This is an optimization exercise on Yosys and OpenROAD, whose aim is small area, a short achievable clock period and few clock cycles per item, not a production implementation. The RTL was checked by simulation tests, not by an equivalence proof against the original design. Power figures rest on the tool's default switching activity, not on a simulated workload.

// systolic_array_os_ctrl
module systolic_array_os_ctrl
#(
  parameter int ROWS   = 4,
  parameter int COLS   = 4,
  parameter int DATA_W = 8,
  parameter int ACC_W  = 32,
  parameter int KLEN_W = 16,
  localparam int OROW_W = (ROWS > 1) ? $clog2(ROWS) : 1
) (
  input  logic                     clk,
  input  logic                     rst_n,
  input  logic                     start,
  input  logic [KLEN_W-1:0]        k_len,
  input  logic                     signed_en,
  output logic                     busy,
  input  logic                     in_valid,
  output logic                     in_ready,
  input  logic [ROWS*DATA_W-1:0]   a_data,
  input  logic [COLS*DATA_W-1:0]   b_data,
  output logic                     out_valid,
  input  logic                     out_ready,
  output logic [OROW_W-1:0]        out_row,
  output logic [COLS*ACC_W-1:0]    out_data,
  output logic                     done
);
  localparam int c_row_w = sa_pkg::row_w(ROWS);
  logic                  r_busy;
  logic                  r_load;
  logic                  r_rdy;
  logic                  r_out;
  logic                  r_done;
  logic                  r_signed;
  logic                  r_dirty;
  logic                  r_wait;
  logic [1:0]            r_zcnt;
  logic [KLEN_W-1:0]     r_rem;
  logic [c_row_w-1:0]    r_row;
  logic                  r_l1;
  logic                  r_l2;
  logic                  w_beat;
  logic                  w_last;
  logic                  w_take;
  logic                  w_shift;
  logic [ROWS*DATA_W-1:0] r_a;
  logic [COLS*DATA_W-1:0] r_b;
  logic [ROWS-1:0]        r_as;
  logic [COLS-1:0]        r_bs;
  logic [ACC_W-1:0]       w_acc [ROWS+1][COLS];
  ...
Size in the first run: about 8000 cells after synthesis, roughly 1100 flip-flops, ~220 I/O pins, roughly 78000 um2 of cells after synthesis.
export LEC_CHECK = 0
export CAP_MARGIN = 20
export CORE_MARGIN = 2
export CORE_UTILIZATION = 60
export PLACE_DENSITY = 0.7
export SLEW_MARGIN = 20
create_clock -name core_clock -period 10.0 [get_ports {clk}]
standard.sh (not shown) runs the stock make flow with config.mk's settings and CLKGATE_MAP_FILE= SYNTH_SCRIPT=/design/flow/synth_recipe.tcl, a recipe that flattens the netlist after the stock synthesis.
==> flow/flow/run.sh <==
#!/bin/bash
# The standard synthesis and layout, with these changes to how the layout
# is made (the SDC is unchanged):
#  - ORFS's timing repair aims for setup slack beyond the clock period's
#    (SETUP_SLACK_MARGIN);
#  - clock tree synthesis adds no dummy loads;
#  - the port buffers are buf_2 cells (repair may resize them).
# Each step's full output goes to a log file in the folder this runs in.
set -euo pipefail
MARGIN=6.5
export SETUP_SLACK_MARGIN=$MARGIN
export CTS_ARGS="-sink_clustering_enable -repair_clock_nets -dont_use_dummy_load"
export BUFFER_PORTS_ARGS="-buffer_cell sky130_fd_sc_hd__buf_2"
bash standard.sh synth > synth.log 2>&1
bash standard.sh SETUP_SLACK_MARGIN=$MARGIN "CTS_ARGS=$CTS_ARGS" "BUFFER_PORTS_ARGS=$BUFFER_PORTS_ARGS" finish > layout.log 2>&1
Testbench counts at the start, summed over its fixed seeds: cycles 12,562, jobs 320.
Edit:
--- a/flow/flow/run.sh
+++ b/flow/flow/run.sh
@@ -2,2 +2,5 @@
-# The standard synthesis and layout, with these changes to how the layout
-# is made (the SDC is unchanged):
+# The standard synthesis and layout, with these changes (the SDC is
+# unchanged):
+#  - Yosys's synth skips its early ABC pass (-noabc), so the full adders it
+#    extracts keep the polarity the RTL writes them in; the rest of the
+#    synthesis script is the standard flow's own (synth_recipe.tcl, first line amended);
@@ -10 +13,2 @@
-MARGIN=6.5
+MARGIN=6.6
+sed '1s/-noshare/-noshare -noabc/' synth_recipe.tcl > synth_noabc.tcl
@@ -14,2 +18,2 @@
-bash standard.sh synth > synth.log 2>&1
-bash standard.sh SETUP_SLACK_MARGIN=$MARGIN "CTS_ARGS=$CTS_ARGS" "BUFFER_PORTS_ARGS=$BUFFER_PORTS_ARGS" finish > layout.log 2>&1
+bash standard.sh SYNTH_SCRIPT="$PWD/synth_noabc.tcl" synth > synth.log 2>&1
+bash standard.sh SYNTH_SCRIPT="$PWD/synth_noabc.tcl" SETUP_SLACK_MARGIN=$MARGIN "CTS_ARGS=$CTS_ARGS" "BUFFER_PORTS_ARGS=$BUFFER_PORTS_ARGS" finish > layout.log 2>&1
The new run completed without violations.
Cell area decreases by 0.58%.
Routed wire length decreases by 1.2%.
Worst hold slack got worse by 16 ps.
Sequential share of layout area increases by 0.23 points.
Via count decreases by 3.4%.
Die area decreases by 1.7%.
Global-route usage increases by 0.21 points.
Power increases by 1.8%.
Sequential power decreases by about 0.7%.
Edit:
==> flow/flow/run.sh (replaced) <==
#!/bin/bash
# The standard synthesis and layout, with these changes to how the layout
# is made (the SDC is unchanged):
#  - ORFS's timing repair aims for setup slack beyond the clock period's
#    (SETUP_SLACK_MARGIN);
#  - clock tree synthesis adds no dummy loads;
#  - the port buffers are buf_2 cells (repair may resize them).
# Each step's full output goes to a log file in the folder this runs in.
set -euo pipefail
MARGIN=6.6
export SETUP_SLACK_MARGIN=$MARGIN
export CTS_ARGS="-sink_clustering_enable -repair_clock_nets -dont_use_dummy_load"
export BUFFER_PORTS_ARGS="-buffer_cell sky130_fd_sc_hd__buf_2"
bash standard.sh synth > synth.log 2>&1
bash standard.sh SETUP_SLACK_MARGIN=$MARGIN "CTS_ARGS=$CTS_ARGS" "BUFFER_PORTS_ARGS=$BUFFER_PORTS_ARGS" finish > layout.log 2>&1
--- a/flow/config.mk
+++ b/flow/config.mk
@@ -7,0 +8 @@
+export ABC_AREA = 1
Effect: The changed run ran to the end with no violations; cell count rose by 34%; clock-buffer cell count rose by 5; setup slack gets better by 180 ps; via count rose by 21%; critical path depth fell by 3; clock power rose by about 3%; total power rose by 12%.
Edit:
--- a/flow/config.mk
+++ b/flow/config.mk
@@ -8 +7,0 @@
-export ABC_AREA = 1
@@ -11,2 +10,2 @@
-export CORE_UTILIZATION = 60
-export PLACE_DENSITY = 0.7
+export CORE_UTILIZATION = 50
+export PLACE_DENSITY = 0.65
What happened: Routed wire length falls by 2.9%. Worst setup slack got worse by 100 ps. Final area went down by 3.0%. Cell count falls by 18%.

re-timing with driven ports:
No port has a modelled driver above. Below, the same layouts with a new extraction and two added sets of constraints.
Step 1, drivers: a clkbuf_16 drives clk and a buf_2 each remaining input, both assumed.
Step 2 adds t to the input delays and takes it off the output delays; t is the mean of the earliest and latest rising clock arrival at the registers after step 1. Input paths then give back, and output paths get back, about the clock's delay inside the block.
a / b / c = ideal / step 1 / step 2; a / b = the first two.
run | t (ns) | slack for setup (ns) | worst slew at a driven data input, ns
the first run | 0.827 | 6.459 / 6.459 / 5.959 | 0.08
the second run | 0.833 | 6.453 / 6.453 / 5.760 | 0.08
the third run | 0.815 | 6.632 / 6.554 / 5.879 | 0.05
the fourth run | 0.837 | 6.531 / 6.531 / 5.873 | 0.13
After both steps setup and hold are still met in every run listed. For the third run, which loses most, drivers alone change the setup slack by -0.078 ns; drivers and shift together by -0.753 ns.
